Context: an optimization exercise on an open-source flow, tuned for small area. The choices shown serve that exercise and are no tape-out recipe.
At most, simulation tests tie the RTL to the original design; equivalence was not proved.

Setup of old:
==> module keccak_nonce_scanner, before the edit <==
module keccak_nonce_scanner #(
    parameter int CORE_LATENCY = 50,
    parameter int NONCE_WIDTH  = 32,
    parameter int FIFO_DEPTH   = 4
) (
    input  logic                     clk,
    input  logic                     reset,
    input  logic                     work_load,
    input  logic [511-NONCE_WIDTH:0] work_header,
    input  logic [NONCE_WIDTH-1:0]   start_nonce,
    input  logic [NONCE_WIDTH-1:0]   end_nonce,
    input  logic [63:0]              target,
    output logic [511:0]             core_data,
    input  logic [511:0]             core_hash,
    output logic                     busy,
    output logic                     done,
    output logic                     found_valid,
    input  logic                     found_ready,
    output logic [NONCE_WIDTH-1:0]   found_nonce,
    output logic [15:0]              drop_count
);
    localparam int PTR_W = $clog2(FIFO_DEPTH);
    localparam int D_CMP = CORE_LATENCY + 1;
    localparam int D_MAX = CORE_LATENCY + 2;
    localparam int D_W   = $clog2(D_MAX + 1);
    logic [511-NONCE_WIDTH:0] header;
    logic [NONCE_WIDTH-1:0]   end_r;
    logic [NONCE_WIDTH-1:0]   nonce;       
    logic                     first;       
    logic [63:0]              target_r;
    logic [D_W-1:0]           dcnt;        
    logic                     hit;
    logic [NONCE_WIDTH-1:0]   hit_nonce;   
    logic                     last;
    logic                     cmp;
    logic                     hash_le;
    always_comb begin
        hash_le = 1'b1;
        for (int i = 0; i < 64; i++) begin
            hash_le = (core_hash[i] == target_r[i]) ? hash_le : target_r[i];
        end
    end
    logic [NONCE_WIDTH-1:0]   fifo_mem [FIFO_DEPTH];
    logic [PTR_W-1:0]         rd_ptr;
    logic [PTR_W-1:0]         wr_ptr;
    logic                     full;
    logic                     pop;
    logic                     push;
    assign core_data = {header, nonce};
    assign last = busy && (dcnt == D_W'(D_MAX)) && (hit_nonce == end_r);
    assign cmp  = busy && ((dcnt == D_W'(D_CMP)) || (dcnt == D_W'(D_MAX))) && !last;
    always_ff @(posedge clk) begin
        if (work_load) begin
            header   <= work_header;
            end_r    <= end_nonce;
            target_r <= target;
        end
        nonce     <= work_load ? start_nonce : nonce + NONCE_WIDTH'(!first);
        first     <= work_load;
        hit_nonce <= nonce - NONCE_WIDTH'(CORE_LATENCY);
    end
    always_ff @(posedge clk) begin
        if (reset) begin
            busy <= 1'b0;
            done <= 1'b0;
            dcnt <= '0;
            hit  <= 1'b0;
        end else begin
            hit <= cmp && hash_le;
            if (work_load) begin
                busy <= 1'b1;
                done <= 1'b0;
                dcnt <= '0;
            end else begin
                if (dcnt != D_W'(D_MAX)) begin
                    dcnt <= dcnt + D_W'(1);
                end
                if (last) begin
                    busy <= 1'b0;
                    done <= 1'b1;
                end
            end
        end
    end
    assign found_valid = full || (rd_ptr != wr_ptr);
    assign found_nonce = fifo_mem[rd_ptr];
    assign pop         = found_valid && found_ready;
    assign push        = hit && (!full || pop);
    always_ff @(posedge clk) begin
        if (push) begin
            fifo_mem[wr_ptr] <= hit_nonce;
        end
    end
    always_ff @(posedge clk) begin
        if (reset) begin
            rd_ptr     <= '0;
            wr_ptr     <= '0;
            full       <= 1'b0;
            drop_count <= '0;
        end else begin
            if (pop) begin
                rd_ptr <= rd_ptr + PTR_W'(1);
            end
            if (push) begin
                wr_ptr <= wr_ptr + PTR_W'(1);
            end
            if (push && !pop) begin
                full <= (wr_ptr + PTR_W'(1)) == rd_ptr;
            end else if (pop && !push) begin
                full <= 1'b0;
            end
            if (hit && !push && (drop_count != '1)) begin
                drop_count <= drop_count + 16'd1;
            end
        end
    end
endmodule
Settings: LEC_CHECK=0, CAP_MARGIN=20, CORE_AREA=5 5 515 515, DIE_AREA=0 0 520 520, PLACE_DENSITY_LB_ADDON=0.15, SLEW_MARGIN=20; clock period 6.0 ns.
standard.sh (not shown) runs the stock make flow with config.mk's settings and CLKGATE_MAP_FILE= SYNTH_SCRIPT=/design/flow/synth_recipe.tcl, a recipe that flattens the netlist after the stock synthesis.
==> flow/flow/run.sh <==
#!/bin/bash
# Standard ORFS layout, with these changes:
#  - port buffers are buf_1 instead of the flow's default pick;
#  - CTS uses clkbuf_8 with set sink clusters and no dummy loads.
set -euo pipefail
bash standard.sh \
  "BUFFER_PORTS_ARGS=-buffer_cell sky130_fd_sc_hd__buf_1" \
  "CTS_ARGS=-sink_clustering_enable -repair_clock_nets -dont_use_dummy_load -buf_list sky130_fd_sc_hd__clkbuf_8 -sink_clustering_size 10 -sink_clustering_max_diameter 80" \
  finish > make_finish.log 2>&1
old finished every step from synthesis to the final layout, and the layout passed the timing, DRC and antenna checks.
Edits applied to the flow inputs when going from old to new:
-- flow/design.v --
<<< old, line 35
    logic                     cmp;
    logic                     hash_le;
    always_comb begin
        hash_le = 1'b1;
        for (int i = 0; i < 64; i++) begin
            hash_le = (core_hash[i] == target_r[i]) ? hash_le : target_r[i];
        end
    end
>>> new, line 35
    logic                     cmp;
    logic                     hash_le;
    logic [NONCE_WIDTH-1:0]   nonce_m;
    always_comb begin
        logic b;
        logic [NONCE_WIDTH-1:0] k;
        k = NONCE_WIDTH'(CORE_LATENCY);
        b = 1'b0;
        for (int i = 0; i < NONCE_WIDTH; i++) begin
            nonce_m[i] = nonce[i] ^ k[i] ^ b;
            b = k[i] ? (!nonce[i] || b) : (!nonce[i] && b);
        end
    end
    always_comb begin
        hash_le = 1'b1;
        for (int i = 0; i < 64; i++) begin
            hash_le = (target_r[i] && !core_hash[i]) || (hash_le && (target_r[i] || !core_hash[i]));
        end
    end
<<< old, line 58
        nonce     <= work_load ? start_nonce : nonce + NONCE_WIDTH'(!first);
        first     <= work_load;
        hit_nonce <= nonce - NONCE_WIDTH'(CORE_LATENCY);
    end
    always_ff @(posedge clk) begin
>>> new, line 69
        nonce     <= work_load ? start_nonce : nonce + NONCE_WIDTH'(!first);
        first     <= work_load;
        hit_nonce <= nonce_m;
    end
    always_ff @(posedge clk) begin
Results
- [diff] register-to-register slack, new relative to old: regression
- new against old: via count shows a reduction of 123; number of buffer cells added on primary ports barely changed; number of buffer and inverter stages on the critical path +2; actual slew at the worst max-slew pin now sits lower.
- On fill cell total of the finished layout, old and new are basically level.
- Post-route worst setup slack ended up 2.08 ns lower on new than on old.
- Between old and new, the sequential share of layout area is higher for old.
The RTL of new was laid out without a check of its function.

==> what the ideal ports hide <==
In the flow no input, the clock included, has a driving cell. The finished layouts below were timed again as built, in two steps. Step 1 (the two cells are an assumption about what drives the block):
set clk [get_ports {clk}]
set_driving_cell -lib_cell sky130_fd_sc_hd__clkbuf_16 $clk
set_driving_cell -lib_cell sky130_fd_sc_hd__buf_2 [delete_from_list [all_inputs] $clk]
Step 2 times the ports against the registers' clock, not the clock port: input delays grow and output delays shrink by t, the midpoint of the rising clock arrivals with the driver on. Three values: no drivers, after step 1, after step 2; two values: the first two.
| run | t, ns | slack for setup (ns) | worst hold slack (ns) |
|---|---|---|---|
| old | 0.926 | 2.273 / 2.170 / 1.812 | 0.458 / 0.409 / 0.458 |
| new | 0.925 | 0.196 / 0.196 / 0.196 | 0.446 / 0.418 / 0.446 |
After both steps setup and hold are still met in every run listed. The setup slack of old, which loses most, moves by -0.103 ns with the drivers and by -0.461 ns with both steps.
